Source: an optimization exercise on an open RTL-to-GDS flow (aim: small area). Production flows keep margins and buffers that such runs may drop.
At most, simulation tests tie the RTL to the original design; equivalence was not proved.
No functional check of the RTL was part of runs 3 to 6.
No activity file was given, so power comes from the tool's default toggle rates. The clock port is modelled as an ideal driver; clocking choices that lean on that would not hold on a real chip.

==> design/flow/config.mk <==
export PLATFORM = sky130hd
export DESIGN_NAME = cpuTop
export DESIGN_NICKNAME = cpuTop
export VERILOG_FILES = /design/flow/design.v
export SDC_FILE = /design/flow/constraint.sdc
export NUM_CORES = 4
export LEC_CHECK = 0
export ABC_AREA = 1
export CAP_MARGIN = 20
export CORE_MARGIN = 2
export CORE_UTILIZATION = 60
export PLACE_DENSITY = 0.75
export SLEW_MARGIN = 20
==> design/flow/constraint.sdc <==
create_clock -name core_clock -period 8.0 [get_ports {clk}]
set_input_delay 1.6000 -clock core_clock [delete_from_list [all_inputs] [get_ports {clk}]]
set_output_delay 1.6000 -clock core_clock [all_outputs]
set_load 0.01 [all_outputs]
==> design/flow/design.v <==
package cpuPkg;
    localparam int XLEN = 32;
    localparam logic [6:0] OP_R      = 7'b0110011;
    localparam logic [6:0] OP_IMM    = 7'b0010011;
    localparam logic [6:0] OP_LOAD   = 7'b0000011;
    localparam logic [6:0] OP_STORE  = 7'b0100011;
    localparam logic [6:0] OP_JAL    = 7'b1101111;
    localparam logic [6:0] OP_JALR   = 7'b1100111;
    localparam logic [6:0] OP_BRANCH = 7'b1100011;
endpackage
`timescale 1ns/10ps
module regFile (
    input  logic       clk,
    input  logic [4:0] rs1,
    input  logic [4:0] rs2,
    input  logic [4:0] rd,
    input  logic       we,
    input  logic       wbit,
    output logic       abit,
    output logic       bbit
);
    logic [31:0] head;
    assign head[0] = 1'b0;
    for (genvar r = 1; r < 32; r++) begin : ring
        logic [31:0] q;
        always_ff @(posedge clk) begin
            q <= {(we && rd == 5'(r)) ? wbit : q[0], q[31:1]};
        end
        assign head[r] = q[0];
    end
    assign abit = head[rs1];
    assign bbit = head[rs2];
endmodule
`timescale 1ns/10ps
import cpuPkg::*;
module cpuTop (
    input  logic        clk,
    input  logic        rst,
    output logic        memReq,
    output logic        memWe,
    output logic [31:0] memAddr,
    output logic [31:0] memWdata,
    input  logic        memAck,
    input  logic [31:0] memRdata,
    output logic        halted
);
    typedef enum logic [2:0] {
        S_INIT, S_FETCH, S_ALIGN1, S_PASS1, S_DATA, S_ALIGN2, S_PASS2, S_HALT
    } stateT;
    stateT       state;
    logic [4:0]  cnt;
    logic        reqQ;
    logic [31:0] addrQ;
    logic [31:0] wdataQ;
    logic [31:0] pcRing;
    logic [4:0]  rdQ;
    logic        wr2Q;
    logic        ld2Q;
    logic        copy2Q;
    logic        stQ;
    logic        carryQ;
    logic        incQ;
    logic        ltQ;
    logic        neqQ;
    logic        first;
    logic        last;
    logic        inInit;
    logic        inPass1;
    logic        inPass2;
    assign first = (cnt == 5'd0);
    assign last = (cnt == 5'd31);
    assign inInit = (state == S_INIT);
    assign inPass1 = (state == S_PASS1);
    assign inPass2 = (state == S_PASS2);
    logic [6:0] op;
    logic [2:0] f3;
    logic isOp, isOpImm, isLoad, isStore, isJal, isJalr, isBranch, isLegal, isSlt;
    assign op = memRdata[6:0];
    assign f3 = memRdata[14:12];
    assign isOp = (op == OP_R);
    assign isOpImm = (op == OP_IMM);
    assign isLoad = (op == OP_LOAD);
    assign isStore = (op == OP_STORE);
    assign isJal = (op == OP_JAL);
    assign isJalr = (op == OP_JALR);
    assign isBranch = (op == OP_BRANCH);
    assign isLegal = isOp | isOpImm | isLoad | isStore | isJal | isJalr | isBranch;
    assign isSlt = (isOp | isOpImm) && f3 == 3'b010;
    logic [4:0] idx;
    logic       idxZero;
    logic       serBit;
    always_comb begin
        idx = 5'd31;
        idxZero = 1'b0;
        if (inPass2) begin
            idx = cnt;
        end else begin
            if (cnt <= 5'd10) idx = cnt + 5'd20;
            if ((isStore || isBranch) && cnt <= 5'd4) idx = cnt + 5'd7;
            if ((isBranch || isJal) && first) idxZero = 1'b1;
            if (cnt == 5'd11) begin
                if (isBranch) idx = 5'd7;
                else if (isJal) idx = 5'd20;
            end
            if (isJal && cnt >= 5'd12 && cnt <= 5'd19) idx = cnt;
        end
    end
    assign serBit = memRdata[idx] & !idxZero;
    logic aBit;
    logic bBit;
    logic pcBit;
    logic wbit;
    logic we;
    regFile regs (
        .clk(clk), .rs1(memRdata[19:15]), .rs2(memRdata[24:20]), .rd(rdQ),
        .we(we), .wbit(wbit), .abit(aBit), .bbit(bBit)
    );
    assign pcBit = addrQ[0];
    logic x;
    logic y;
    logic yy;
    logic sub;
    logic cin;
    logic sum;
    logic aluRes;
    assign x = (isJal || isBranch) ? pcBit : aBit;
    assign y = isOp ? bBit : serBit;
    assign sub = isOp && f3 == 3'b000 && memRdata[30];
    assign yy = y ^ sub;
    assign cin = first ? sub : carryQ;
    assign sum = x ^ yy ^ cin;
    always_comb begin
        case (f3)
            3'b100:  aluRes = x ^ y;
            3'b110:  aluRes = x | y;
            3'b111:  aluRes = x & y;
            default: aluRes = sum;
        endcase
    end
    logic cy;
    logic diff;
    logic ltIn;
    logic ltFinal;
    logic neqFinal;
    logic taken;
    assign cy = isBranch ? bBit : y;
    assign diff = aBit ^ cy;
    assign ltIn = first ? 1'b0 : ltQ;
    assign ltFinal = diff ? aBit : ltIn;
    assign neqFinal = (first ? 1'b0 : neqQ) | diff;
    always_comb begin
        case (f3)
            3'b000:  taken = !neqFinal;
            3'b001:  taken = neqFinal;
            3'b100:  taken = ltFinal;
            3'b101:  taken = !ltFinal;
            default: taken = 1'b0;
        endcase
        taken = taken && isBranch;
    end
    logic incBit;
    assign incBit = pcBit ^ incQ;
    always_ff @(posedge clk) begin
        carryQ <= (x & yy) | (x & cin) | (yy & cin);
        incQ <= (cnt == 5'd1) | (pcBit & incQ & !last);
        ltQ <= diff ? (last ? aBit : cy) : ltIn;
        neqQ <= neqFinal;
    end
    always_comb begin
        if (inPass1) begin
            we = ((isOp || isOpImm) && !isSlt) || isJal || isJalr;
            wbit = (isJal || isJalr) ? incBit : aluRes;
        end else begin
            we = inPass2 && wr2Q;
            wbit = ld2Q ? serBit : (first & ltQ);
        end
    end
    logic addrIn;
    always_comb begin
        if (inPass1) begin
            if (isLoad || isStore || isJal || isJalr) addrIn = sum && !(first && isJalr);
            else addrIn = incBit;
        end else if (inPass2) begin
            addrIn = copy2Q ? pcRing[0] : addrQ[0];
        end else begin
            addrIn = 1'b0;
        end
    end
    always_ff @(posedge clk) begin
        if (inInit || inPass1 || inPass2) addrQ <= {addrIn, addrQ[31:1]};
        if (inPass1) wdataQ <= {bBit, wdataQ[31:1]};
        pcRing <= {inPass1 ? (isBranch ? sum : incBit) : pcRing[0], pcRing[31:1]};
    end
    always_ff @(posedge clk) begin
        if (rst) begin
            state <= S_INIT;
            cnt <= 5'd0;
            reqQ <= 1'b0;
        end else begin
            cnt <= cnt + 5'd1;
            case (state)
                S_INIT: if (last) state <= S_FETCH;
                S_FETCH, S_DATA: begin
                    if (!reqQ) begin
                        if (!memAck) reqQ <= 1'b1;
                    end else if (memAck) begin
                        if (state == S_FETCH && !isLegal) begin
                            reqQ <= 1'b0;
                            state <= S_HALT;
                        end else if (state == S_FETCH) begin
                            state <= last ? S_PASS1 : S_ALIGN1;
                        end else begin
                            state <= last ? S_PASS2 : S_ALIGN2;
                        end
                    end
                end
                S_ALIGN1: if (last) state <= S_PASS1;
                S_ALIGN2: if (last) state <= S_PASS2;
                S_PASS1: if (last) begin
                    reqQ <= 1'b0;
                    if (isLoad || isStore) state <= S_DATA;
                    else if (isSlt || taken) state <= S_PASS2;
                    else state <= S_FETCH;
                end
                S_PASS2: if (last) begin
                    reqQ <= 1'b0;
                    state <= S_FETCH;
                end
                default: state <= S_HALT;
            endcase
        end
    end
    always_ff @(posedge clk) begin
        if (state == S_FETCH && reqQ && memAck) rdQ <= memRdata[11:7];
        if (inPass1 && last) begin
            wr2Q <= isLoad || isSlt;
            ld2Q <= isLoad;
            copy2Q <= isLoad || isStore || taken;
            stQ <= isStore;
        end
    end
    assign memReq = reqQ;
    assign memWe = stQ && state == S_DATA;
    assign memAddr = addrQ;
    assign memWdata = wdataQ;
    assign halted = (state == S_HALT);
endmodule
==> design/flow/flow/run.sh <==
#!/bin/bash
# The standard layout (standard.sh), with two changes:
#  - ports are buffered with buf_1 instead of the default buffer cell;
#  - clock tree synthesis without dummy loads.
# Each tool's output goes to standard.log in this folder; ORFS's own per-step
# logs stay under orfs/logs/.
set -o pipefail
export BUFFER_PORTS_ARGS="-buffer_cell sky130_fd_sc_hd__buf_1"
export CTS_ARGS="-sink_clustering_enable -repair_clock_nets -dont_use_dummy_load -buf_list sky130_fd_sc_hd__clkbuf_4 -sink_clustering_size 12 -sink_clustering_max_diameter 40"
bash standard.sh > standard.log 2>&1
==> design/flow/standard.sh <==
#!/bin/bash
# synth_recipe.tcl (not shown) runs the flow's synth.tcl, then flattens the netlist and writes it again
# the make line also repeats each setting of config.mk as NAME=value (left out here)
make -C /OpenROAD-flow-scripts/flow DESIGN_CONFIG=/design/flow/config.mk WORK_HOME=/design/flow/orfs CLKGATE_MAP_FILE= SYNTH_SCRIPT=/design/flow/synth_recipe.tcl "${@:-finish}"
==> results of run 1 <==
critical path: cells and delay by family:
| family | cells | cell delay (ns) |
|---|---|---|
| adder cells (fa/ha/maj) | 1 | 0.55 |
| AND/OR/NAND/NOR | 4 | 0.48 |
| AO/OA/AOI/OAI | 9 | 1.49 |
| buffers and inverters | 4 | 1.31 |
where the power goes:
group | internal (mW) | switching (mW)
Clock | 0.611 | 1.45
Combinational | 0.147 | 0.349
Sequential | 5.79 | 0.0842
Total | 6.55 | 1.88
worst paths after layout:
path	end	cells past startpoint
setup / recovery	regs.ring[4].q[31]	18
hold / removal	regs.ring[8].q[19]	0
setup reg to reg	regs.ring[26].q[31]	24
hold reg to reg	regs.ring[8].q[19]	0
metal layers:
layer  part of all wire (%)  wire, um  track usage [%]
met3                    3.9      1500             4.48
met1                     49     18700             24.3
met2                     45     17200             27.0
met5                  0.029        11                0
met4                    2.8      1070             7.24
logic make-up after synthesis:
group / Yosys count
AOI/OAI and AO/OA: 145
xor gates and xnor gates: 2
adders and majority gates: 14
buffers and inverters: 111
DFF: 1110
muxes: 9
and+or+nand+nor: 294
per-stage QoR:
step / std cells / hold WS [ns] / power (mW) / instance area, sq um / utilization, %
after floorplan: 1685 / 0.310 / 6.29 / 25900 / -
after global placement: 2355 / 0.310 / 6.47 / 27000 / 62.9
after detailed placement: 2356 / 0.312 / 6.50 / 27000 / 63.0
after CTS: 2462 / 0.267 / 8.53 / 27800 / 64.8
after global routing: 2465 / 0.283 / 8.81 / 27800 / 64.8
final: 2465 / 0.280 / 8.43 / 27800 / 64.8
flip-flops by register name, summed over array words and instances (netlist names):
| register | cells |
|---|---|
| addrQ | 32 |
| carryQ | 1 |
| cnt | 5 |
| copy2Q | 1 |
| incQ | 1 |
| ld2Q | 1 |
| ltQ | 1 |
| neqQ | 1 |
| pcRing | 32 |
| rdQ | 5 |
| regs.ring.q | 992 |
| reqQ | 1 |
| stQ | 1 |
| state | 3 |
| wdataQ | 32 |
| wr2Q | 1 |
final cells by class:
type | instances | area [sq um]
Inverter | 91 | 342
Antenna cell | 3 | 7.51
Fill cell | 2987 | 15100
Clock buffer | 106 | 796
Multi-Input combinational cell | 464 | 2560
Sequential cell | 1110 | 23000
Tap cell | 585 | 732
Timing Repair Buffer | 106 | 424
synth_stat cells (all sizes together):
cell type / number
ha: 13
o2bb2ai: 1
a21oi: 42
inv: 90
xor2: 1
edfxtp: 73
nor2: 66
or2: 1
nand4: 6
a21boi: 1
buf: 9
fa: 1
nand2: 120
nor3: 4
a2bb2oi: 1
o2111ai: 2
clkinv: 1
o21ai: 66
a32o: 1
nand3b: 1
o21a: 6
a31oi: 2
clkbuf: 11
a211oi: 1
a22oi: 4
mux2i: 9
nand3: 93
o211ai: 5
nor4: 3
xnor2: 1
o31ai: 13
dfxtp: 1037
==> impl_metrics.py, run 1 <==
metrics = {
    "grt": {
        "grt_pass1_wl_um": 60700,
        "grtUsageTotal_pct": 17.7,
        "grt_pass1_vias": 11541,
        "grt_overflow": 0,
        "antenna_found_initial": 3,
        "grt_max_degree": 38,
    },
    "pwr": {
        "ir_worst_vdd_uv": 251,
        "p_per_area_mw_per_mm2": 303,
        "p_leak_nw": 11.1,
    },
    "cts": {
        "cts_tree": "yes",
        "holdBufCountCts": 0,
        "clock-root-buffer": "clkbuf_4",
        "clkSinkCount": 1110,
        "clk_latency_ns": 0.86,
        "clk_pin_slew_ns": 0.11,
        "clockBufferDepth": 3,
        "cts-buffers-inserted": 106,
        "h-tree-depth": 3,
        "postCtsSetupRepairBufs": 0,
        "postCtsResizedCells": 0,
    },
    "sta": {
        "setup_slack_ns": 3.26,
        "hold_viol": 0,
        "fmax_mhz": 211,
        "tns_ns": 0,
        "timing.final.crit_share_pct": 59.3,
        "finalWorstPathRequiredPeriod_ns": 4.74,
        "setup_viol": 0,
        "drv_slew": 0,
        "rsz0062_at_grt": "no",
        "slew_headroom_pct": 52.6,
        "worstMarginPinSlew_ns": 0.711,
        "final.setup_skew_ns": 0.0695,
    },
    "detailed_routing": {
        "drcViolationCount": 0,
        "dr.pass1.iters": 5,
        "viasPerCell": 4.64,
        "drt.antenna.violating_nets": 0,
        "wl_per_cell_um": 15.6,
        "drt_iter0_drc": 670,
        "drt-total-wl_um": 38500,
        "num_vias": 11438,
    },
    "synth": {
        "yosys.area_share.adder_pct": 0.704,
        "syn_inst": 1685,
        "ys.warnings.count": 2,
        "synth.largest_area_cell": "dfxtp_1",
        "synth.top_cells.by_area": "dfxtp_1 (80%), edfxtp_1 (8.5%), nand3_1 (1.6%)",
        "synth_top_family_by_area": "simple AND/OR/NAND/NOR gates",
        "synth_compound_area_share_pct": 3.23,
        "synth_xor_xnor_area_share_pct": 0.0675,
        "ys_seq_elements": 1110,
        "synth_fp_nets": 1734,
        "synthSimpleGateAreaFrac_pct": 5.46,
        "yosysSeqAreaShare_pct": 88.5,
        "synth_area_sq_mm": 0.0259,
        "avgSynthCellArea_sq_um": 15.4,
        "synth_top_area_share_pct": 80.0,
        "ys_types": 46,
        "synthMuxAreaShare_pct": 0.347,
    },
    "worst_setup_path": {
        "startpoint": "memRdata[20]",
        "start_kind": "input port",
        "slowest_delay_ns": 0.55,
        "cp_slowest_cell": "fa_1",
        "cpMostUsedCell": "o21ai_0",
        "arrival_ns": 5.45,
        "crit_path_cell_trace": "buf_1, inv_1, o21ai_0, o2bb2ai_1, o211ai_1, nand2_1, o21ai_0, nand2_1, nand2_1, o21ai_0, fa_1, inv_1, o21ai_0, o21ai_0, a2bb2oi_2, buf_4, nand2_1, o21a_1",
        "r2r_start": "cnt[0]",
        "critPathMaxFanout": 31,
        "path_class": "input port to flop",
        "crit_path_end_kind": "flop",
        "crit_required_ns": 8.71,
        "rrSetupSlack_ns": 3.63,
    },
    "final_layout": {
        "final_common_cell": "dfxtp_1",
        "final_cell_mix": "dfxtp_1 (1,037), nand2_1 (109), clkbuf_4 (106)",
        "final_nets": 1928,
        "syn_to_final_growth_pct": 7.21,
        "drive_above_1_share_pct": 8.20,
    },
    "run_status": {
        "status": "timing/DRC/antenna clean",
    },
    "job": {
        "cap_viol_max_count": 0,
    },
    "hold_path": {
        "min_from": "regs.ring[8].q[20]",
        "hp-class": "flop to flop",
    },
    "placed_design": {
        "gp_congestion": 0.887,
        "place_worst_setup_slack_ns": 2.40,
        "io_buffers": 101,
        "dp_hpwl_um": 25100,
    },
    "floorplanning": {
        "die_w_um": 212,
        "die_h_um": 212,
        "top_level_ports": 102,
        "coreArea_sq_mm": 0.0429,
        "fp-row-count": 76,
        "dieArea_sq_mm": 0.0449,
        "start_util_pct": 60.5,
    },
}
==> run 2: changes to the inputs <==
--- a/design/flow/flow/run.sh
+++ b/design/flow/flow/run.sh
@@ -8,3 +8,3 @@
 export BUFFER_PORTS_ARGS="-buffer_cell sky130_fd_sc_hd__buf_1"
-export CTS_ARGS="-sink_clustering_enable -repair_clock_nets -dont_use_dummy_load -buf_list sky130_fd_sc_hd__clkbuf_4 -sink_clustering_size 12 -sink_clustering_max_diameter 40"
+export CTS_ARGS="-sink_clustering_enable -repair_clock_nets -dont_use_dummy_load -buf_list sky130_fd_sc_hd__clkbuf_16 -sink_clustering_size 35 -sink_clustering_max_diameter 80"
 bash standard.sh > standard.log 2>&1
==> run 2 against run 1 <==
Critical endpoint unchanged. Non-clock buffer count is the same. Via count fell by 2.9%. Worst setup slack got worse by 0.32 ns. Combinational power about the same. Die area stayed put. Critical path type unchanged.
==> impl_metrics.py, run 2 <==
metrics = {
    "pwr": {
        "ir_worst_vdd_uv": 244,
        "p_leak_nw": 11.0,
        "p_per_area_mw_per_mm2": 311,
    },
    "final_layout": {
        "fillers": 2947,
        "final_nets": 1860,
        "num_antenna_cells": 0,
        "multi_input_area_sq_mm": 0.00256,
        "final_common_cell": "dfxtp_1",
        "layout.area.seq_sq_mm": 0.0230,
        "regMostFlops": "regs.ring.q",
        "drive_above_1_share_pct": 4.75,
        "largest_reg_flops": 992,
        "syn_to_final_growth_pct": 7.78,
        "final_cell_mix": "dfxtp_1 (1,037), nand2_1 (109), buf_1 (101)",
    },
    "cts": {
        "cts-buffers-inserted": 38,
        "h-tree-depth": 2,
        "clk_pin_slew_ns": 0.11,
        "clockBufferDepth": 3,
        "clkSinkCount": 1110,
        "clock-root-buffer": "clkbuf_16",
        "clk_latency_ns": 0.59,
        "postCtsResizedCells": 0,
        "cts_tree": "yes",
        "postCtsSetupRepairBufs": 0,
        "holdBufCountCts": 0,
    },
    "synth": {
        "synth_enable_flop_cells": 73,
        "synth_top_area_share_pct": 80.0,
        "avgSynthCellArea_sq_um": 15.4,
        "ys_seq_elements": 1110,
        "synth_area_sq_mm": 0.0259,
        "synth_ff_type": "dfxtp_1",
        "synth.largest_area_cell": "dfxtp_1",
        "async_flop_share_pct": 0,
        "ys.warnings.count": 2,
        "yosysSeqAreaShare_pct": 88.5,
        "syn_inst": 1685,
        "synth_fp_nets": 1734,
        "yosysMostFrequentCell": "dfxtp_1",
        "ys_types": 46,
        "synth_top_cells_by_count": "dfxtp_1 (1,037), nand2_1 (109), nand3_1 (84), inv_1 (79), edfxtp_1 (73)",
        "synth.top_cells.by_area": "dfxtp_1 (80%), edfxtp_1 (8.5%), nand3_1 (1.6%)",
    },
    "detailed_routing": {
        "drt.antenna.violating_nets": 0,
        "wl_per_cell_um": 16.6,
        "viasPerCell": 4.64,
        "num_vias": 11109,
        "drt-total-wl_um": 39700,
        "drcViolationCount": 0,
        "dr.pass1.iters": 5,
        "drt_iter0_drc": 723,
    },
    "worst_setup_path": {
        "cp_slowest_cell": "buf_1",
        "crit_required_ns": 8.46,
        "crit_path_end_kind": "flop",
        "arrival_ns": 5.52,
        "path_class": "input port to flop",
        "critical_path_buf_inv_count": 4,
        "critPathMaxFanout": 31,
        "rrSetupSlack_ns": 3.62,
        "start_kind": "input port",
        "crit_path_cell_trace": "buf_1, inv_1, o21ai_0, o2bb2ai_1, o211ai_1, nand2_1, o21ai_0, nand2_1, nand2_1, o21ai_0, fa_1, inv_1, o21ai_0, o21ai_0, a2bb2oi_2, buf_4, nand2_1, o21a_1",
        "slowest_delay_ns": 0.57,
        "critical_path.top_delay_family": "compound AO/OA/AOI/OAI gates",
        "r2r_start": "cnt[0]",
        "reg2regPathDepth": 24,
        "cpMostUsedCell": "o21ai_0",
        "reg2reg_to": "regs.ring[26].q[31]",
    },
    "floorplanning": {
        "die_w_um": 212,
        "top_level_ports": 102,
        "die_h_um": 212,
        "fp-row-count": 76,
        "dieArea_sq_mm": 0.0449,
        "start_util_pct": 60.5,
        "coreArea_sq_mm": 0.0429,
    },
    "grt": {
        "grt_pass1_vias": 11152,
        "grtUsageTotal_pct": 17.9,
        "grt_max_degree": 38,
        "grt_overflow": 0,
        "antenna_found_initial": 1,
        "grt_pass1_wl_um": 61300,
    },
    "hold_path": {
        "min_from": "regs.ring[3].q[19]",
        "hp-class": "flop to flop",
        "whs_endpoint": "regs.ring[3].q[18]",
        "min_path_cells": 0,
    },
    "sta": {
        "setup_viol": 0,
        "drv_slew": 0,
        "fmax_mhz": 198,
        "slew_headroom_pct": 48.6,
        "finalWorstPathRequiredPeriod_ns": 5.06,
        "timing.final.crit_share_pct": 63.2,
        "worstMarginPinSlew_ns": 0.770,
        "tns_ns": 0,
        "hold_slack_ns": 0.261,
        "final.setup_skew_ns": 0.0568,
        "rsz0062_at_grt": "no",
        "hold_viol": 0,
    },
    "run_status": {
        "status": "timing/DRC/antenna clean",
    },
    "placed_design": {
        "io_buffers": 101,
        "dp_hpwl_um": 25100,
        "gp_congestion": 0.887,
    },
    "job": {
        "cap_viol_max_count": 0,
    },
}
-- run 2: cell counts after synthesis --
Identical to the previous run, type by type.
-- run 2: metal layers --
metal | global-route usage [%] | share of wire [%] | vias to the layer above
li1 | - | - | 5612
met1 | 24.8 | 48 | 5233
met4 | 6.75 | 3.2 | 2
met2 | 28.8 | 46 | 193
met5 | 0 | 0.028 | -
met3 | 2.79 | 3.2 | 69
-- run 2: cell families after synthesis --
| kind of cell | count (synthesis) | share of synthesized area, % |
|---|---|---|
| fa+ha+maj | 14 | 0.704 |
| flops | 1110 | 88.5 |
| buf+inv | 111 | 1.71 |
| compound gates | 145 | 3.23 |
| mux | 9 | 0.347 |
| xor+xnor | 2 | 0.0675 |
| simple gates | 294 | 5.46 |
-- run 2: layout make-up --
class                      instances  area share (%)
sequential                      1110            82.1
multi-input combinational        464            9.15
clock buffer                      38            3.40
tap                              585            2.62
timing repair buffer             106            1.52
inverter                          91            1.22
-- run 2: worst max-delay path by stage --
| stage | slack [ns] | start | cells past startpoint | endpoint |
|---|---|---|---|---|
| 5_1_grt | 2.50 | memRdata[20] | 18 | regs.ring[4].q[31] |
| 3_3_place_gp | 2.54 | memRdata[20] | 18 | regs.ring[7].q[31] |
| 2_1_floorplan | 2.55 | state[1] | 5 | halted |
| 4_1_cts | 3.02 | memRdata[20] | 18 | regs.ring[4].q[31] |
| 6_report | 2.94 | memRdata[20] | 18 | regs.ring[4].q[31] |
| 3_5_place_dp | 2.40 | memRdata[20] | 18 | regs.ring[4].q[31] |
-- run 2: power by group --
| group | leakage [nW] | switching [mW] | internal [mW] |
|---|---|---|---|
| clock | 0.468 | 1.45 | 0.868 |
| sequential | 9.06 | 0.0866 | 5.79 |
| combinational | 1.52 | 0.349 | 0.147 |
| total | 11.0 | 1.88 | 6.81 |
-- run 2: per-stage QoR --
step | setup slack, ns | instances | utilization (%) | cell area (sq um) | power, mW
3_3_place_gp | 2.54 | 2355 | 62.9 | 27000 | 6.47
2_1_floorplan | 2.55 | 1685 | - | 25900 | 6.29
5_1_grt | 2.50 | 2394 | 65.2 | 28000 | 9.00
4_1_cts | 3.02 | 2394 | 65.2 | 28000 | 8.76
6_report | 2.94 | 2394 | 65.2 | 28000 | 8.69
3_5_place_dp | 2.40 | 2356 | 63.0 | 27000 | 6.50
==> run 3: changes to the inputs <==
--- a/design/flow/design.v
+++ b/design/flow/design.v
@@ -56,6 +56,6 @@
     logic [4:0]  rdQ;
-    logic        wr2Q;
-    logic        ld2Q;
-    logic        copy2Q;
-    logic        stQ;
+    logic [1:0]  kindQ;
+    logic        wr2;
+    logic        ld2;
+    logic        copy2;
     logic        carryQ;
@@ -88,22 +88,26 @@
     assign isSlt = (isOp | isOpImm) && f3 == 3'b010;
-    logic [4:0] idx;
-    logic       idxZero;
-    logic       serBit;
-    always_comb begin
-        idx = 5'd31;
-        idxZero = 1'b0;
+    logic ldBit;
+    logic hiBit;
+    logic loBit;
+    logic serBit;
+    assign ldBit = memRdata[cnt];
+    assign hiBit = memRdata[5'd20 + {1'b0, cnt[3:0]}];
+    assign loBit = memRdata[5'd7 + {2'b0, cnt[2:0]}];
+    always_comb begin
         if (inPass2) begin
-            idx = cnt;
-        end else begin
-            if (cnt <= 5'd10) idx = cnt + 5'd20;
-            if ((isStore || isBranch) && cnt <= 5'd4) idx = cnt + 5'd7;
-            if ((isBranch || isJal) && first) idxZero = 1'b1;
-            if (cnt == 5'd11) begin
-                if (isBranch) idx = 5'd7;
-                else if (isJal) idx = 5'd20;
-            end
-            if (isJal && cnt >= 5'd12 && cnt <= 5'd19) idx = cnt;
-        end
-    end
-    assign serBit = memRdata[idx] & !idxZero;
+            serBit = ldBit;
+        end else if (cnt == 5'd0) begin
+            serBit = (isBranch || isJal) ? 1'b0 : (isStore ? memRdata[7] : memRdata[20]);
+        end else if (cnt <= 5'd4) begin
+            serBit = (isStore || isBranch) ? loBit : hiBit;
+        end else if (cnt <= 5'd10) begin
+            serBit = hiBit;
+        end else if (cnt == 5'd11) begin
+            serBit = isBranch ? memRdata[7] : (isJal ? memRdata[20] : memRdata[31]);
+        end else if (cnt <= 5'd19) begin
+            serBit = isJal ? ldBit : memRdata[31];
+        end else begin
+            serBit = memRdata[31];
+        end
+    end
     logic aBit;
@@ -168,2 +172,5 @@
     end
+    assign wr2 = !kindQ[0];
+    assign ld2 = kindQ == 2'b00;
+    assign copy2 = kindQ != 2'b10;
     always_comb begin
@@ -173,4 +180,4 @@
         end else begin
-            we = inPass2 && wr2Q;
-            wbit = ld2Q ? serBit : (first & ltQ);
+            we = inPass2 && wr2;
+            wbit = ld2 ? serBit : (first & ltQ);
         end
@@ -183,3 +190,3 @@
         end else if (inPass2) begin
-            addrIn = copy2Q ? pcRing[0] : addrQ[0];
+            addrIn = copy2 ? pcRing[0] : addrQ[0];
         end else begin
@@ -234,11 +241,6 @@
         if (state == S_FETCH && reqQ && memAck) rdQ <= memRdata[11:7];
-        if (inPass1 && last) begin
-            wr2Q <= isLoad || isSlt;
-            ld2Q <= isLoad;
-            copy2Q <= isLoad || isStore || taken;
-            stQ <= isStore;
-        end
+        if (inPass1) kindQ <= {!isLoad && !isStore, !isLoad && !isSlt};
     end
     assign memReq = reqQ;
-    assign memWe = stQ && state == S_DATA;
+    assign memWe = kindQ == 2'b01 && state == S_DATA;
     assign memAddr = addrQ;
--- a/design/flow/flow/run.sh
+++ b/design/flow/flow/run.sh
@@ -8,3 +8,3 @@
 export BUFFER_PORTS_ARGS="-buffer_cell sky130_fd_sc_hd__buf_1"
-export CTS_ARGS="-sink_clustering_enable -repair_clock_nets -dont_use_dummy_load -buf_list sky130_fd_sc_hd__clkbuf_16 -sink_clustering_size 35 -sink_clustering_max_diameter 80"
+export CTS_ARGS="-sink_clustering_enable -repair_clock_nets -dont_use_dummy_load -buf_list sky130_fd_sc_hd__clkbuf_4 -sink_clustering_size 12 -sink_clustering_max_diameter 40"
 bash standard.sh > standard.log 2>&1
==> run 3 against run 2 <==
Still clean. Worst setup slack better by 0.47 ns. Core utilization increased by 0.16 points. Global-route usage up 0.066 points. Maximum frequency rose by 10%. Count of clock-buffer cells in the layout increased by 71. Clock skew rose by 0.058 ns. Total power is 2.7% lower. Die area is 0.53% lower. Combinational power fell by 7.3%. Sequential power hardly changed. Largest cell class unchanged.
==> impl_metrics.py, run 3 <==
metrics = {
    "run_status": {
        "status": "timing/DRC/antenna clean",
    },
    "grt": {
        "grt-busiest-layer": "met2",
        "grtUsageMet3_pct": 4.36,
        "grt_overflow": 0,
        "antenna_found_initial": 2,
        "grt_max_degree": 41,
        "grt_pass1_wl_um": 60800,
        "grt_use_met1_pct": 25.1,
        "grt_pass1_vias": 11358,
        "grtUsageTotal_pct": 18.0,
        "grt.met2_usage_pct": 27.7,
    },
    "worst_setup_path": {
        "critical_path.top_delay_family": "simple AND/OR/NAND/NOR gates",
        "cp_num_cells": 23,
        "r2r_start": "cnt[0]",
        "crit_path_cell_trace": "inv_2, nand2_1, nand3_1, nand3_1, nand2_1, o21ai_1, nand3_1, nand2_1, nand2_1, nand2_1, nand2_1, nand2_1, nand2_2, nand3_2, nand2_1, o21ai_0, fa_1, inv_1, o21ai_0, a31oi_1, o21ai_2, buf_4, o31ai_1",
        "reg2regPathDepth": 23,
        "crit_path_end_kind": "flop",
        "cpMostUsedCell": "nand2_1",
        "reg2reg_to": "regs.ring[28].q[31]",
        "arrival_ns": 5.35,
        "startpoint": "cnt[0]",
        "endpoint": "regs.ring[28].q[31]",
        "slowest_delay_ns": 1.05,
        "start_kind": "flop",
        "rrSetupSlack_ns": 3.41,
        "critical_path_buf_inv_count": 3,
        "critPathMaxFanout": 31,
        "path_class": "flop to flop",
        "cp_slowest_cell": "dfxtp_1",
        "crit_required_ns": 8.77,
    },
    "final_layout": {
        "drive_above_1_share_pct": 8.28,
        "layout.area.seq_sq_mm": 0.0229,
        "final_common_cell": "dfxtp_1",
        "fillers": 2960,
        "instances_no_fill": 2419,
        "final_util_pct": 65.4,
        "regMostFlops": "regs.ring.q",
        "final_cell_mix": "dfxtp_1 (1,037), nand2_1 (136), clkbuf_4 (109)",
        "multi_input_area_sq_mm": 0.00247,
        "syn_to_final_growth_pct": 6.96,
        "largest_reg_flops": 992,
        "final_nets": 1923,
    },
    "synth": {
        "synth_area_sq_mm": 0.0258,
        "avgSynthCellArea_sq_um": 15.4,
        "ys_seq_elements": 1108,
        "synth.largest_area_cell": "dfxtp_1",
        "yosysSeqAreaShare_pct": 88.7,
        "synth_fp_nets": 1727,
        "ys_types": 45,
        "synth_top_area_share_pct": 80.5,
        "synth_ff_type": "dfxtp_1",
        "async_flop_share_pct": 0,
        "synth_top_cells_by_count": "dfxtp_1 (1,037), nand2_1 (136), edfxtp_1 (71), inv_1 (71), nor2_1 (68)",
        "yosysMostFrequentCell": "dfxtp_1",
        "synth_enable_flop_cells": 71,
        "ys.warnings.count": 2,
        "syn_inst": 1679,
        "synth.top_cells.by_area": "dfxtp_1 (80%), edfxtp_1 (8.3%), nand2_1 (2.0%)",
    },
    "pwr": {
        "ir_worst_vdd_uv": 205,
        "p_per_area_mw_per_mm2": 306,
        "p_leak_nw": 11.0,
        "power_mw": 8.45,
    },
    "floorplanning": {
        "die_h_um": 211,
        "die_w_um": 211,
        "coreArea_sq_mm": 0.0422,
        "start_util_pct": 61.1,
        "dieArea_sq_mm": 0.0447,
        "top_level_ports": 102,
        "fp-row-count": 75,
    },
    "cts": {
        "clockBufferDepth": 3,
        "clkSinkCount": 1108,
        "postCtsResizedCells": 0,
        "clock-root-buffer": "clkbuf_4",
        "cts-buffers-inserted": 109,
        "cts_tree": "yes",
        "postCtsSetupRepairBufs": 0,
        "clk_latency_ns": 0.90,
        "h-tree-depth": 3,
        "clk_pin_slew_ns": 0.11,
        "holdBufCountCts": 0,
    },
    "job": {
        "cap_viol_max_count": 0,
    },
    "sta": {
        "drv_slew": 0,
        "fmax_mhz": 218,
        "setup_viol": 0,
        "final.setup_skew_ns": 0.115,
        "tns_ns": 0,
        "hold_viol": 0,
        "finalWorstPathRequiredPeriod_ns": 4.59,
        "timing.final.crit_share_pct": 57.3,
        "setup_slack_ns": 3.41,
        "slew_headroom_pct": 28.4,
        "worstMarginPinSlew_ns": 1.07,
        "rsz0062_at_grt": "no",
    },
    "detailed_routing": {
        "drt.antenna.violating_nets": 0,
        "drcViolationCount": 0,
        "drt_iter0_drc": 591,
        "num_vias": 11518,
        "dr.pass1.iters": 6,
        "drt-total-wl_um": 39300,
        "wl_per_cell_um": 16.3,
        "viasPerCell": 4.76,
    },
    "placed_design": {
        "io_buffers": 101,
        "dp_hpwl_um": 25700,
        "dp_cells": 2303,
        "gp_congestion": 0.829,
        "place_worst_setup_slack_ns": 2.69,
    },
    "hold_path": {
        "hp-class": "flop to flop",
    },
}
==> run 3: cell count changes after synthesis, moves of 5 or more <==
cell and delta:
a21oi_1 -5, inv_1 -8, nand2_1 +27, nand2_2 +5
nand3_1 -35, nand4_1 -5, nor2_1 +9, o21ai_0 -18
o21ai_1 +20
==> run 3: final cells by class <==
cell class | instances | area share (%)
flip-flops and latches | 1108 | 83.0
clock buffers | 109 | 2.97
repair buffers | 104 | 1.46
multi-input cells | 467 | 8.96
inverters | 85 | 1.16
well taps | 539 | 2.44
diodes | 7 | 0.0635
==> run 3: worst min path at each step <==
stage | cells after the start | slack, ns | to | start
6_report | 0 | 0.26 | pcRing[10] | pcRing[11]
5_1_grt | 0 | 0.25 | pcRing[10] | pcRing[11]
4_1_cts | 0 | 0.25 | pcRing[10] | pcRing[11]
3_5_place_dp | 0 | 0.31 | regs.ring[3].q[0] | regs.ring[3].q[1]
3_3_place_gp | 0 | 0.31 | regs.ring[30].q[11] | regs.ring[30].q[12]
2_1_floorplan | 0 | 0.31 | pcRing[0] | pcRing[1]
==> run 3: metal layers <==
layer,share of wire (%),up-vias
met5,0,-
met4,2.2,0
met3,4.5,72
met2,45,233
met1,48,5456
li1,-,5757
==> run 3: cells by family after synthesis <==
logic type      count (synthesis)  synth area share (%)
flops                        1108                  88.7
simple gates                  292                  5.04
compound gates                150                  3.39
buf+inv                       104                  1.72
fa+ha+maj                      13                 0.660
mux                            11                 0.427
xor+xnor                        1                0.0340
==> run 3: stage by stage <==
stage | hold slack [ns] | instance area [sq um]
floorplan | 0.310 | 25800
CTS | 0.252 | 27600
detailed placement | 0.312 | 26800
global route | 0.248 | 27600
global placement | 0.310 | 26800
finish | 0.265 | 27600
==> run 3: where the power goes <==
part           switching, mW  internal, mW  leakage (nW)
Sequential            0.0960          5.81          9.04
Combinational          0.326         0.134          1.48
Clock                   1.46         0.626         0.502
==> run 4: changes to the inputs <==
--- a/design/flow/design.v
+++ b/design/flow/design.v
@@ -92,5 +92,9 @@
     logic serBit;
+    logic [15:0] hiField;
+    logic [7:0]  loField;
+    assign hiField = {{4{memRdata[31]}}, memRdata[31:20]};
+    assign loField = memRdata[14:7];
     assign ldBit = memRdata[cnt];
-    assign hiBit = memRdata[5'd20 + {1'b0, cnt[3:0]}];
-    assign loBit = memRdata[5'd7 + {2'b0, cnt[2:0]}];
+    assign hiBit = hiField[cnt[3:0]];
+    assign loBit = loField[cnt[2:0]];
     always_comb begin
--- a/design/flow/flow/run.sh
+++ b/design/flow/flow/run.sh
@@ -8,3 +8,3 @@
 export BUFFER_PORTS_ARGS="-buffer_cell sky130_fd_sc_hd__buf_1"
-export CTS_ARGS="-sink_clustering_enable -repair_clock_nets -dont_use_dummy_load -buf_list sky130_fd_sc_hd__clkbuf_4 -sink_clustering_size 12 -sink_clustering_max_diameter 40"
+export CTS_ARGS="-sink_clustering_enable -repair_clock_nets -dont_use_dummy_load -buf_list sky130_fd_sc_hd__clkbuf_4 -sink_clustering_size 13 -sink_clustering_max_diameter 40"
 bash standard.sh > standard.log 2>&1
==> run 4 against run 3 <==
Clock skew is 0.00081 ns lower. Largest power group unchanged. Register-to-register slack better by 0.68 ns. Critical endpoint is now regs.ring[20].q[31]. Non-clock buffer count stayed put.
==> impl_metrics.py, run 4 <==
metrics = {
    "cts": {
        "clk_latency_ns": 0.86,
        "cts-buffers-inserted": 102,
        "postCtsSetupRepairBufs": 0,
        "cts_tree": "yes",
        "postCtsResizedCells": 0,
        "h-tree-depth": 3,
        "clockBufferDepth": 3,
        "clkSinkCount": 1108,
        "clk_pin_slew_ns": 0.12,
        "holdBufCountCts": 0,
        "clock-root-buffer": "clkbuf_4",
    },
    "synth": {
        "syn_inst": 1679,
        "ys.warnings.count": 2,
        "synth_top_cells_by_count": "dfxtp_1 (1,037), nand2_1 (139), inv_1 (78), nor2_1 (72), edfxtp_1 (71)",
        "synth_top_area_share_pct": 80.6,
        "synth.top_cells.by_area": "dfxtp_1 (81%), edfxtp_1 (8.3%), nand2_1 (2.0%)",
        "yosysMostFrequentCell": "dfxtp_1",
        "yosysSeqAreaShare_pct": 88.9,
        "ys_types": 45,
        "synth.largest_area_cell": "dfxtp_1",
        "avgSynthCellArea_sq_um": 15.3,
        "synth_enable_flop_cells": 71,
        "synth_area_sq_mm": 0.0258,
        "synth_ff_type": "dfxtp_1",
        "synth_fp_nets": 1723,
        "ys_seq_elements": 1108,
        "async_flop_share_pct": 0,
    },
    "worst_setup_path": {
        "critPathMaxFanout": 31,
        "start_kind": "input port",
        "reg2regPathDepth": 21,
        "arrival_ns": 5.29,
        "crit_path_end_kind": "flop",
        "path_class": "input port to flop",
        "crit_required_ns": 8.72,
    },
    "job": {
        "cap_viol_max_count": 0,
    },
    "detailed_routing": {
        "num_vias": 11470,
        "drcViolationCount": 0,
        "drt.antenna.violating_nets": 0,
        "viasPerCell": 4.76,
        "dr.pass1.iters": 5,
        "drt-total-wl_um": 38700,
        "wl_per_cell_um": 16.1,
        "drt_iter0_drc": 627,
    },
    "sta": {
        "finalWorstPathRequiredPeriod_ns": 4.57,
        "timing.final.crit_share_pct": 57.1,
        "drv_slew": 0,
        "setup_slack_ns": 3.43,
        "tns_ns": 0,
        "hold_viol": 0,
        "rsz0062_at_grt": "no",
        "setup_viol": 0,
        "hold_slack_ns": 0.276,
        "worstMarginPinSlew_ns": 0.933,
        "fmax_mhz": 219,
        "final.setup_skew_ns": 0.114,
        "slew_headroom_pct": 37.8,
    },
    "floorplanning": {
        "die_h_um": 211,
        "coreArea_sq_mm": 0.0421,
        "die_w_um": 211,
        "fp-row-count": 75,
        "dieArea_sq_mm": 0.0446,
        "start_util_pct": 61.1,
        "top_level_ports": 102,
    },
    "grt": {
        "grt_overflow": 0,
        "grt_pass1_wl_um": 60000,
        "grtUsageTotal_pct": 17.8,
        "grt_pass1_vias": 11280,
        "antenna_found_initial": 6,
        "grt_max_degree": 41,
    },
    "final_layout": {
        "final_area_sq_mm": 0.0275,
        "syn_to_final_growth_pct": 6.80,
        "regMostFlops": "regs.ring.q",
        "drive_above_1_share_pct": 8.10,
        "final_util_pct": 65.3,
        "final_common_cell": "dfxtp_1",
        "largest_reg_flops": 992,
        "final_nets": 1911,
        "final_cell_mix": "dfxtp_1 (1,036), nand2_1 (139), clkbuf_4 (102)",
    },
    "placed_design": {
        "place_area_sq_mm": 0.0267,
        "dp_hpwl_um": 25600,
        "io_buffers": 101,
        "place_worst_setup_slack_ns": 2.61,
        "gp_congestion": 0.817,
    },
    "pwr": {
        "p_per_area_mw_per_mm2": 300,
        "ir_worst_vdd_uv": 221,
        "p_leak_nw": 11.0,
    },
    "run_status": {
        "status": "timing/DRC/antenna clean",
    },
    "hold_path": {
        "min_path_cells": 0,
        "hp-class": "flop to flop",
    },
}
## run 4: changes by cell type after synthesis, moves of 3 or more
cell      previous run  this run
o21ai_0             45        61
nand3_2             10        13
a211oi_1             3         0
inv_1               71        78
nand4_1              1         7
ha_1                12         8
o21a_1               9         6
nor3_1               7         4
nor2_1              68        72
o21ai_1             22         8
nand2_1            136       139
nand3_1             49        41
nand2_2             11         6
## run 4: cells by family (layout without fill, tap and decap cells)
group	after synthesis	count (layout)	synth area share [%]
xor+xnor	1	1	0.0340
other cells	0	6	0
compound gates	144	144	3.22
flops	1108	1108	88.9
simple gates	293	293	5.15
fa+ha+maj	9	9	0.466
mux	10	10	0.389
buf+inv	114	300	1.87
## run 4: path summary, 6_finish.rpt
check / from / end / slack, ns
setup reg to reg: cnt[0] / regs.ring[20].q[31] / 4.09
hold reg to reg: regs.ring[2].q[20] / regs.ring[2].q[19] / 0.28
setup / recovery: memRdata[20] / regs.ring[20].q[31] / 3.43
hold / removal: regs.ring[2].q[20] / regs.ring[2].q[19] / 0.28
## run 4: area by class of cell
class / count / area (sq um)
Multi-Input combinational cell: 457 / 2390
Fill cell: 2963 / 14600
Sequential cell: 1108 / 22900
Inverter: 94 / 363
Timing Repair Buffer: 104 / 402
Tap cell: 539 / 674
Clock buffer: 102 / 766
Antenna cell: 6 / 15.0
## run 4: layer usage
metal | share of wire (%) | track usage (%) | up-vias
met4 | 2.5 | 7.14 | 4
met3 | 5.4 | 4.70 | 73
met1 | 48 | 25.1 | 5381
met5 | 0.059 | 0 | -
met2 | 44 | 26.4 | 278
li1 | - | - | 5734
## run 4: stage by stage
step | instances | power (mW)
2_1_floorplan | 1679 | 6.18
3_3_place_gp | 2302 | 6.33
3_5_place_dp | 2302 | 6.34
4_1_cts | 2404 | 8.35
5_1_grt | 2409 | 8.61
6_report | 2410 | 8.25
## run 4: critical path, cell delays in order
cell	delay [ns]
buf_1	0.67
inv_2	0.29
o21ai_0	0.23
o32ai_1	0.10
o211ai_1	0.17
nand3b_1	0.10
nand2_1	0.15
inv_1	0.08
nand2_1	0.09
nand2_1	0.12
xnor2_1	0.21
fa_1	0.51
a21oi_1	0.17
nor2_1	0.07
o21ai_2	0.18
buf_4	0.34
nand2_1	0.09
o21a_1	0.11
## run 4: where the power goes
part | internal [mW] | switching (mW) | leakage, nW
registers | 5.75 | 0.0796 | 9.04
logic | 0.111 | 0.272 | 1.50
clock network | 0.588 | 1.45 | 0.469
total | 6.45 | 1.80 | 11.0
==> run 5: changes to the inputs <==
--- a/design/flow/design.v
+++ b/design/flow/design.v
@@ -53,9 +53,6 @@
     logic [31:0] addrQ;
-    logic [31:0] wdataQ;
-    logic [31:0] pcRing;
+    logic [31:0] wdataNQ;    
     logic [4:0]  rdQ;
     logic [1:0]  kindQ;
-    logic        wr2;
-    logic        ld2;
-    logic        copy2;
+    logic        storeData;
     logic        carryQ;
@@ -121,4 +118,6 @@
     logic we;
+    logic [4:0] rs2Sel;
+    assign rs2Sel = inPass2 ? rdQ : memRdata[24:20];
     regFile regs (
-        .clk(clk), .rs1(memRdata[19:15]), .rs2(memRdata[24:20]), .rd(rdQ),
+        .clk(clk), .rs1(memRdata[19:15]), .rs2(rs2Sel), .rd(rdQ),
         .we(we), .wbit(wbit), .abit(aBit), .bbit(bBit)
@@ -176,12 +175,14 @@
     end
-    assign wr2 = !kindQ[0];
-    assign ld2 = kindQ == 2'b00;
-    assign copy2 = kindQ != 2'b10;
+    assign storeData = isStore && memRdata[24:20] != 5'd0;
     always_comb begin
         if (inPass1) begin
-            we = ((isOp || isOpImm) && !isSlt) || isJal || isJalr;
-            wbit = (isJal || isJalr) ? incBit : aluRes;
-        end else begin
-            we = inPass2 && wr2;
-            wbit = ld2 ? serBit : (first & ltQ);
+            we = ((isOp || isOpImm) && !isSlt) || isJal || isJalr || isStore;
+            wbit = (isJal || isJalr || isStore) ? incBit : aluRes;
+        end else begin
+            we = inPass2 && kindQ != 2'b10;
+            case (kindQ)
+                2'b00:   wbit = serBit;
+                2'b01:   wbit = !wdataNQ[0];
+                default: wbit = first & ltQ;
+            endcase
         end
@@ -194,3 +195,7 @@
         end else if (inPass2) begin
-            addrIn = copy2 ? pcRing[0] : addrQ[0];
+            case (kindQ)
+                2'b01:   addrIn = bBit;
+                2'b11:   addrIn = addrQ[0];
+                default: addrIn = !wdataNQ[0];
+            endcase
         end else begin
@@ -201,4 +206,5 @@
         if (inInit || inPass1 || inPass2) addrQ <= {addrIn, addrQ[31:1]};
-        if (inPass1) wdataQ <= {bBit, wdataQ[31:1]};
-        pcRing <= {inPass1 ? (isBranch ? sum : incBit) : pcRing[0], pcRing[31:1]};
+        if (inPass1 || inPass2) begin
+            wdataNQ <= {!(storeData ? bBit : (isBranch ? sum : incBit)), wdataNQ[31:1]};
+        end
     end
@@ -244,9 +250,11 @@
     always_ff @(posedge clk) begin
-        if (state == S_FETCH && reqQ && memAck) rdQ <= memRdata[11:7];
-        if (inPass1) kindQ <= {!isLoad && !isStore, !isLoad && !isSlt};
+        if (state == S_FETCH && reqQ && memAck) rdQ <= isStore ? memRdata[24:20] : memRdata[11:7];
+        if (inPass1) begin
+            kindQ <= {!isLoad && !storeData, !isLoad && !(isStore && !storeData) && !isBranch};
+        end
     end
     assign memReq = reqQ;
-    assign memWe = kindQ == 2'b01 && state == S_DATA;
+    assign memWe = (kindQ == 2'b01 || kindQ == 2'b10) && state == S_DATA;
     assign memAddr = addrQ;
-    assign memWdata = wdataQ;
+    assign memWdata = ~(wdataNQ | {32{kindQ == 2'b10}});
     assign halted = (state == S_HALT);
==> run 5 against run 4 <==
Flip-flop and latch count decreased by 32. Cell count grew 1.9%. Combinational power rose by 32%. Critical path depth up 9. Final area shrank 1.1%. Worst setup slack got worse by 0.038 ns. Non-clock buffer count rose by 1. Area after synthesis down 1.0%. Routed wire length barely moved. First-iteration DRC count up 14%. Sequential share of layout area is 1.4 points lower. Largest cell class unchanged. Largest power group unchanged. Highest routed layer unchanged.
==> impl_metrics.py, run 5 <==
metrics = {
    "final_layout": {
        "instances_no_fill": 2456,
        "drive_above_1_share_pct": 7.27,
        "syn_to_final_growth_pct": 6.67,
        "regMostFlops": "regs.ring.q",
        "final_nets": 1963,
        "reg_top3": "regs.ring.q (992), addrQ (32), wdataNQ (32)",
        "final_common_cell": "dfxtp_1",
        "largest_reg_flops": 992,
        "final_cell_mix": "dfxtp_1 (1,005), nand2_1 (156), nor2_1 (105)",
    },
    "cts": {
        "h-tree-depth": 3,
        "postCtsSetupRepairBufs": 0,
        "cts-buffers-inserted": 101,
        "holdBufCountCts": 0,
        "clk_pin_slew_ns": 0.10,
        "clkSinkCount": 1076,
        "clock-root-buffer": "clkbuf_4",
        "clk_latency_ns": 0.85,
        "clockBufferDepth": 3,
        "cts_tree": "yes",
        "postCtsResizedCells": 0,
    },
    "grt": {
        "grt_overflow": 0,
        "grtUsageTotal_pct": 17.9,
        "antenna_found_initial": 6,
        "grt_pass1_vias": 11462,
        "grt_pass1_wl_um": 60500,
        "grt_max_degree": 34,
    },
    "floorplanning": {
        "fp-row-count": 75,
        "dieArea_sq_mm": 0.0442,
        "top_level_ports": 102,
        "start_util_pct": 60.8,
        "die_h_um": 210,
        "die_w_um": 210,
        "coreArea_sq_mm": 0.0419,
    },
    "sta": {
        "timing.final.crit_share_pct": 57.6,
        "worstMarginPinSlew_ns": 0.749,
        "hold_viol": 0,
        "tns_ns": 0,
        "drv_slew": 0,
        "setup_viol": 0,
        "finalWorstPathRequiredPeriod_ns": 4.60,
        "slew_headroom_pct": 49.9,
        "final.setup_skew_ns": 0.103,
        "fmax_mhz": 217,
        "rsz0062_at_grt": "no",
    },
    "detailed_routing": {
        "num_vias": 11618,
        "drt.antenna.violating_nets": 0,
        "dr.pass1.iters": 6,
        "drt-total-wl_um": 38700,
        "drcViolationCount": 0,
        "wl_per_cell_um": 15.8,
        "drt_iter0_drc": 717,
        "viasPerCell": 4.73,
    },
    "hold_path": {
        "min_from": "regs.ring[1].q[29]",
        "min_path_cells": 0,
        "hp-class": "flop to flop",
        "whs_endpoint": "regs.ring[1].q[28]",
    },
    "synth": {
        "ys.warnings.count": 2,
        "synth_top_area_share_pct": 78.9,
        "yosysMostFrequentCell": "dfxtp_1",
        "synth.largest_area_cell": "dfxtp_1",
        "synth_enable_flop_cells": 71,
        "synth_area_sq_mm": 0.0255,
        "yosysSeqAreaShare_pct": 87.3,
        "syn_inst": 1734,
        "avgSynthCellArea_sq_um": 14.7,
        "async_flop_share_pct": 0,
        "synth_fp_nets": 1782,
        "ys_seq_elements": 1076,
        "synth.top_cells.by_area": "dfxtp_1 (79%), edfxtp_1 (8.4%), nand2_1 (2.3%)",
        "synth_ff_type": "dfxtp_1",
        "ys_types": 47,
        "synth_top_cells_by_count": "dfxtp_1 (1,005), nand2_1 (156), nor2_1 (105), inv_1 (98), edfxtp_1 (71)",
    },
    "worst_setup_path": {
        "crit_required_ns": 8.66,
        "start_kind": "input port",
        "path_class": "input port to flop",
        "cpMostUsedCell": "nand2_1",
        "rrSetupSlack_ns": 3.72,
        "arrival_ns": 5.26,
        "critPathMaxFanout": 31,
        "reg2regPathDepth": 19,
        "r2r_start": "state[2]",
        "reg2reg_to": "regs.ring[20].q[31]",
        "crit_path_end_kind": "flop",
        "cp_slowest_cell": "fa_1",
        "slowest_delay_ns": 0.50,
    },
    "job": {
        "cap_viol_max_count": 0,
    },
    "placed_design": {
        "dp_cells": 2351,
        "gp_congestion": 0.845,
        "io_buffers": 101,
        "dp_hpwl_um": 25300,
    },
    "pwr": {
        "power_frac_seq_pct": 69.6,
        "p_leak_nw": 10.9,
        "pwr-share-comb_pct": 6.1,
        "p_per_area_mw_per_mm2": 303,
        "internal-power_mw": 6.36,
        "clockPowerShare_pct": 24.2,
        "switching_power_mw": 1.87,
        "ir_worst_vdd_uv": 176,
        "switching_share_pct": 22.7,
    },
    "run_status": {
        "status": "timing/DRC/antenna clean",
    },
}
-- run 5: cell count changes after synthesis, moves of 5 or more --
| cell | delta |
|---|---|
| o21ai_1 | +8 |
| nand3_2 | -8 |
| inv_1 | +20 |
| o21ai_0 | -11 |
| dfxtp_1 | -32 |
| nand3_1 | +24 |
| nand2_1 | +17 |
| inv_2 | -5 |
| nor2_1 | +33 |
-- run 5: stage by stage --
stage / setup WS (ns) / power, mW / instance area (sq um) / hold WS, ns / utilization [%]
3_3_place_gp: 2.71 / 6.34 / 26400 / 0.310 / 63.0
4_1_cts: 3.52 / 8.33 / 27200 / 0.257 / 64.8
5_1_grt: 3.02 / 8.59 / 27200 / 0.254 / 64.8
3_5_place_dp: 2.63 / 6.36 / 26400 / 0.312 / 63.0
6_report: 3.40 / 8.23 / 27200 / 0.262 / 64.8
2_1_floorplan: 3.69 / 6.15 / 25500 / 0.310 / -
-- run 5: kinds of logic (layout without fill, tap and decap cells) --
family / after synthesis / in the layout / share of synthesized area [%]
flip-flops: 1076 / 1076 / 87.3
AND/OR/NAND/NOR: 355 / 355 / 5.96
AO/OA/AOI/OAI: 143 / 143 / 3.41
buffers and inverters: 135 / 314 / 2.22
adder cells (fa/ha/maj): 13 / 13 / 0.667
multiplexers: 11 / 11 / 0.432
XOR/XNOR: 1 / 1 / 0.0344
other: 0 / 4 / 0
-- run 5: area by class of cell --
| type | count | area, sq um |
|---|---|---|
| Tap cell | 539 | 674 |
| Multi-Input combinational cell | 523 | 2690 |
| Antenna cell | 4 | 10.0 |
| Inverter | 108 | 405 |
| Sequential cell | 1076 | 22300 |
| Fill cell | 2995 | 14700 |
| Timing Repair Buffer | 105 | 409 |
| Clock buffer | 101 | 758 |
-- run 5: how the worst max path moves through the flow --
stage	startpoint	endpoint	slack [ns]	cells after the start
6_report	memRdata[15]	regs.ring[20].q[31]	3.40	27
2_1_floorplan	memRdata[1]	regs.ring[12].q[31]	3.69	23
5_1_grt	memRdata[15]	regs.ring[11].q[31]	3.02	26
3_3_place_gp	memRdata[15]	regs.ring[12].q[31]	2.71	27
3_5_place_dp	memRdata[15]	regs.ring[26].q[31]	2.63	26
4_1_cts	memRdata[15]	regs.ring[20].q[31]	3.52	27
-- run 5: power by group through the flow --
stage                     registers (mW)  logic [mW]  clock network [mW]
final                               5.73       0.505                1.99
after global routing                5.75       0.561                2.27
after CTS                           5.73       0.508                2.09
after detailed placement            5.85       0.507                   0
after global placement              5.84       0.500                   0
after floorplan                     5.86       0.290                   0
-- run 5: worst max-delay path: cells and delay by family --
kind / cells / cell delay (ns)
buf+inv: 4 / 1.18
fa+ha+maj: 1 / 0.50
simple gates: 17 / 1.26
compound gates: 4 / 0.55
xor+xnor: 1 / 0.16
-- run 5: per-layer routing --
layer	routed length [um]	part of all wire [%]	global-route usage [%]
met5	27	0.070	0
met2	16800	43	26.3
met1	19300	50	25.5
met4	918	2.4	7.24
met3	1680	4.3	4.62
==> run 6: changes to the inputs <==
--- a/design/flow/flow/run.sh
+++ b/design/flow/flow/run.sh
@@ -8,3 +8,3 @@
 export BUFFER_PORTS_ARGS="-buffer_cell sky130_fd_sc_hd__buf_1"
-export CTS_ARGS="-sink_clustering_enable -repair_clock_nets -dont_use_dummy_load -buf_list sky130_fd_sc_hd__clkbuf_4 -sink_clustering_size 13 -sink_clustering_max_diameter 40"
+export CTS_ARGS="-sink_clustering_enable -repair_clock_nets -dont_use_dummy_load -buf_list sky130_fd_sc_hd__clkbuf_4 -sink_clustering_size 12 -sink_clustering_max_diameter 40"
 bash standard.sh > standard.log 2>&1
==> run 6 against run 5 <==
Cell count grew 0.29%. Highest routed layer unchanged. Flip-flop and latch count did not move. Area after synthesis did not move. Still clean. Largest cell class unchanged.
==> impl_metrics.py, run 6 <==
metrics = {
    "run_status": {
        "status": "timing/DRC/antenna clean",
    },
    "final_layout": {
        "final_common_cell": "dfxtp_1",
        "final_cell_mix": "dfxtp_1 (1,005), nand2_1 (156), clkbuf_4 (108)",
        "instances_no_fill": 2463,
        "reg_top3": "regs.ring.q (992), addrQ (32), wdataNQ (32)",
        "regMostFlops": "regs.ring.q",
        "drive_above_1_share_pct": 7.60,
        "syn_to_final_growth_pct": 6.88,
        "final_nets": 1970,
        "final_util_pct": 65.0,
        "largest_reg_flops": 992,
        "fillers": 2981,
    },
    "detailed_routing": {
        "viasPerCell": 4.72,
        "drt_iter0_drc": 712,
        "drcViolationCount": 0,
        "num_vias": 11617,
        "wl_per_cell_um": 15.7,
        "dr.pass1.iters": 5,
        "drt.antenna.violating_nets": 0,
        "drt-total-wl_um": 38700,
    },
    "sta": {
        "setup_slack_ns": 3.42,
        "slew_headroom_pct": 49.8,
        "setup_viol": 0,
        "worstMarginPinSlew_ns": 0.750,
        "finalWorstPathRequiredPeriod_ns": 4.58,
        "drv_slew": 0,
        "fmax_mhz": 219,
        "tns_ns": 0,
        "hold_viol": 0,
        "rsz0062_at_grt": "no",
        "timing.final.crit_share_pct": 57.2,
        "final.setup_skew_ns": 0.0776,
    },
    "synth": {
        "syn_inst": 1734,
        "synth.top_cells.by_area": "dfxtp_1 (79%), edfxtp_1 (8.4%), nand2_1 (2.3%)",
        "yosysSeqAreaShare_pct": 87.3,
        "synth_top_area_share_pct": 78.9,
        "synth_enable_flop_cells": 71,
        "synthSimpleGateAreaFrac_pct": 5.96,
        "async_flop_share_pct": 0,
        "synth_top_family_by_area": "simple AND/OR/NAND/NOR gates",
        "ys.warnings.count": 2,
        "synth_compound_area_share_pct": 3.41,
        "avgSynthCellArea_sq_um": 14.7,
        "ys_types": 47,
        "synthMuxAreaShare_pct": 0.432,
        "synth_area_sq_mm": 0.0255,
        "synth.largest_area_cell": "dfxtp_1",
        "synth_xor_xnor_area_share_pct": 0.0344,
        "yosysMostFrequentCell": "dfxtp_1",
        "synth_ff_type": "dfxtp_1",
        "yosys.area_share.adder_pct": 0.667,
        "ys_seq_elements": 1076,
        "synth_top_cells_by_count": "dfxtp_1 (1,005), nand2_1 (156), nor2_1 (105), inv_1 (98), edfxtp_1 (71)",
        "synth_fp_nets": 1782,
    },
    "cts": {
        "postCtsResizedCells": 0,
        "clk_pin_slew_ns": 0.10,
        "holdBufCountCts": 0,
        "clockBufferDepth": 3,
        "cts-buffers-inserted": 108,
        "h-tree-depth": 3,
        "clk_latency_ns": 0.84,
        "postCtsSetupRepairBufs": 0,
        "clock-root-buffer": "clkbuf_4",
        "clkSinkCount": 1076,
        "cts_tree": "yes",
    },
    "placed_design": {
        "io_buffers": 101,
        "place_worst_setup_slack_ns": 2.63,
        "dp_hpwl_um": 25300,
        "dp_cells": 2351,
        "gp_congestion": 0.845,
    },
    "grt": {
        "grt_overflow": 0,
        "grtUsageTotal_pct": 17.9,
        "grt_pass1_wl_um": 60700,
        "antenna_found_initial": 6,
        "grt_max_degree": 34,
        "grt_pass1_vias": 11506,
    },
    "pwr": {
        "p_per_area_mw_per_mm2": 304,
        "ir_worst_vdd_uv": 181,
        "p_leak_nw": 11.0,
    },
    "job": {
        "cap_viol_max_count": 0,
    },
    "worst_setup_path": {
        "cpMostUsedCell": "nand2_1",
        "critPathMaxFanout": 31,
        "critical_path.top_delay_family": "simple AND/OR/NAND/NOR gates",
        "crit_path_end_kind": "flop",
        "cp_slowest_cell": "fa_1",
        "critical_path_buf_inv_count": 4,
        "slowest_delay_ns": 0.50,
        "crit_required_ns": 8.70,
        "arrival_ns": 5.28,
        "start_kind": "input port",
        "path_class": "input port to flop",
    },
    "floorplanning": {
        "fp-row-count": 75,
        "coreArea_sq_mm": 0.0419,
        "die_w_um": 210,
        "die_h_um": 210,
        "top_level_ports": 102,
        "dieArea_sq_mm": 0.0442,
        "start_util_pct": 60.8,
    },
    "hold_path": {
        "hp-class": "flop to flop",
    },
}
[run 6: logic make-up after synthesis]
kind of cell,Yosys count
flip-flops,1076
AND/OR/NAND/NOR,355
AO/OA/AOI/OAI,143
buffers and inverters,135
adder cells (fa/ha/maj),13
multiplexers,11
XOR/XNOR,1
[run 6: final timing paths]
check / startpoint / endpoint / slack [ns] / cells after the start
worst min register to register: regs.ring[1].q[29] / regs.ring[1].q[28] / 0.26 / 0
worst max-delay path: memRdata[15] / regs.ring[8].q[31] / 3.42 / 27
worst max register to register: state[2] / regs.ring[5].q[31] / 3.72 / 18
worst min-delay path: regs.ring[1].q[29] / regs.ring[1].q[28] / 0.26 / 0
[run 6: power breakdown]
| group | internal (mW) | total, mW | switching, mW |
|---|---|---|---|
| Clock | 0.620 | 2.04 | 1.42 |
| Combinational | 0.147 | 0.505 | 0.358 |
| Sequential | 5.63 | 5.73 | 0.0972 |
[run 6: metal layers]
metal	share of wire (%)	wire length (um)	GRT usage, %
met1	50	19400	25.6
met2	43	16700	26.2
met3	4.4	1700	5.07
met4	2.3	890	6.95
met5	0.070	27	0
[run 6: cell type report]
class / instances / area (sq um) / area share [%]
Timing Repair Buffer: 105 / 409 / 1.50
Tap cell: 539 / 674 / 2.47
Multi-Input combinational cell: 523 / 2690 / 9.87
Inverter: 108 / 405 / 1.49
Sequential cell: 1076 / 22300 / 81.7
Clock buffer: 108 / 811 / 2.98
Antenna cell: 4 / 10.0 / 0.0367
[run 6: worst reg2reg max path, cell delays in order (launching register included)]
cell and delay (ns):
dfxtp_1 0.55, nand3_4 0.28, o21ai_4 0.69, nand2_1 0.11
o211ai_1 0.14, nand3_1 0.10, nand3_1 0.11, nand3_1 0.09
nand2_2 0.15, inv_2 0.06, nand2_2 0.07, nand2_1 0.11
xnor2_1 0.17, fa_1 0.58, o21ai_0 0.10, o21ai_0 0.33
o31ai_4 0.12, buf_4 0.25, o31ai_1 0.24
[run 6: stage by stage]
step	hold slack, ns	area, sq um	power (mW)
2_1_floorplan	0.310	25500	6.15
3_3_place_gp	0.310	26400	6.34
3_5_place_dp	0.312	26400	6.36
4_1_cts	0.255	27200	8.39
5_1_grt	0.249	27200	8.65
6_report	0.257	27300	8.28

[what the ideal ports hide]
No port has a modelled driver above. Below, the same layouts with a new extraction and two added sets of constraints. Step 1, drivers: a clkbuf_16 drives clk and a buf_2 each remaining input, both assumed. Step 2, shift: input delay + t, output delay - t, t = (earliest + latest rising clock arrival at the registers) / 2. This alone moves slack from input paths to output paths. a / b / c = ideal ports / drivers / drivers and shift; a / b = the first two.
| run | shift t [ns] | setup WS [ns] | worst setup path after step 2 | latest minus earliest clock arrival (ns) |
|---|---|---|---|---|
| run 1 | 0.858 | 3.260 / 3.235 / 2.377 | input to register | 0.102 / 0.102 |
| run 2 | 0.621 | 2.942 / 2.923 / 2.302 | input to register | 0.061 / 0.060 |
| run 3 | 0.896 | 3.413 / 3.413 / 2.710 | input to register | 0.117 / 0.117 |
| run 4 | 0.856 | 3.433 / 3.417 / 2.561 | input to register | 0.115 / 0.114 |
| run 5 | 0.850 | 3.395 / 3.351 / 2.502 | input to register | 0.103 / 0.103 |
| run 6 | 0.865 | 3.425 / 3.382 / 2.516 | input to register | 0.096 / 0.097 |
After both steps setup and hold are still met in every run listed. For run 6, which loses most, drivers alone change the setup slack by -0.043 ns; drivers and shift together by -0.909 ns.
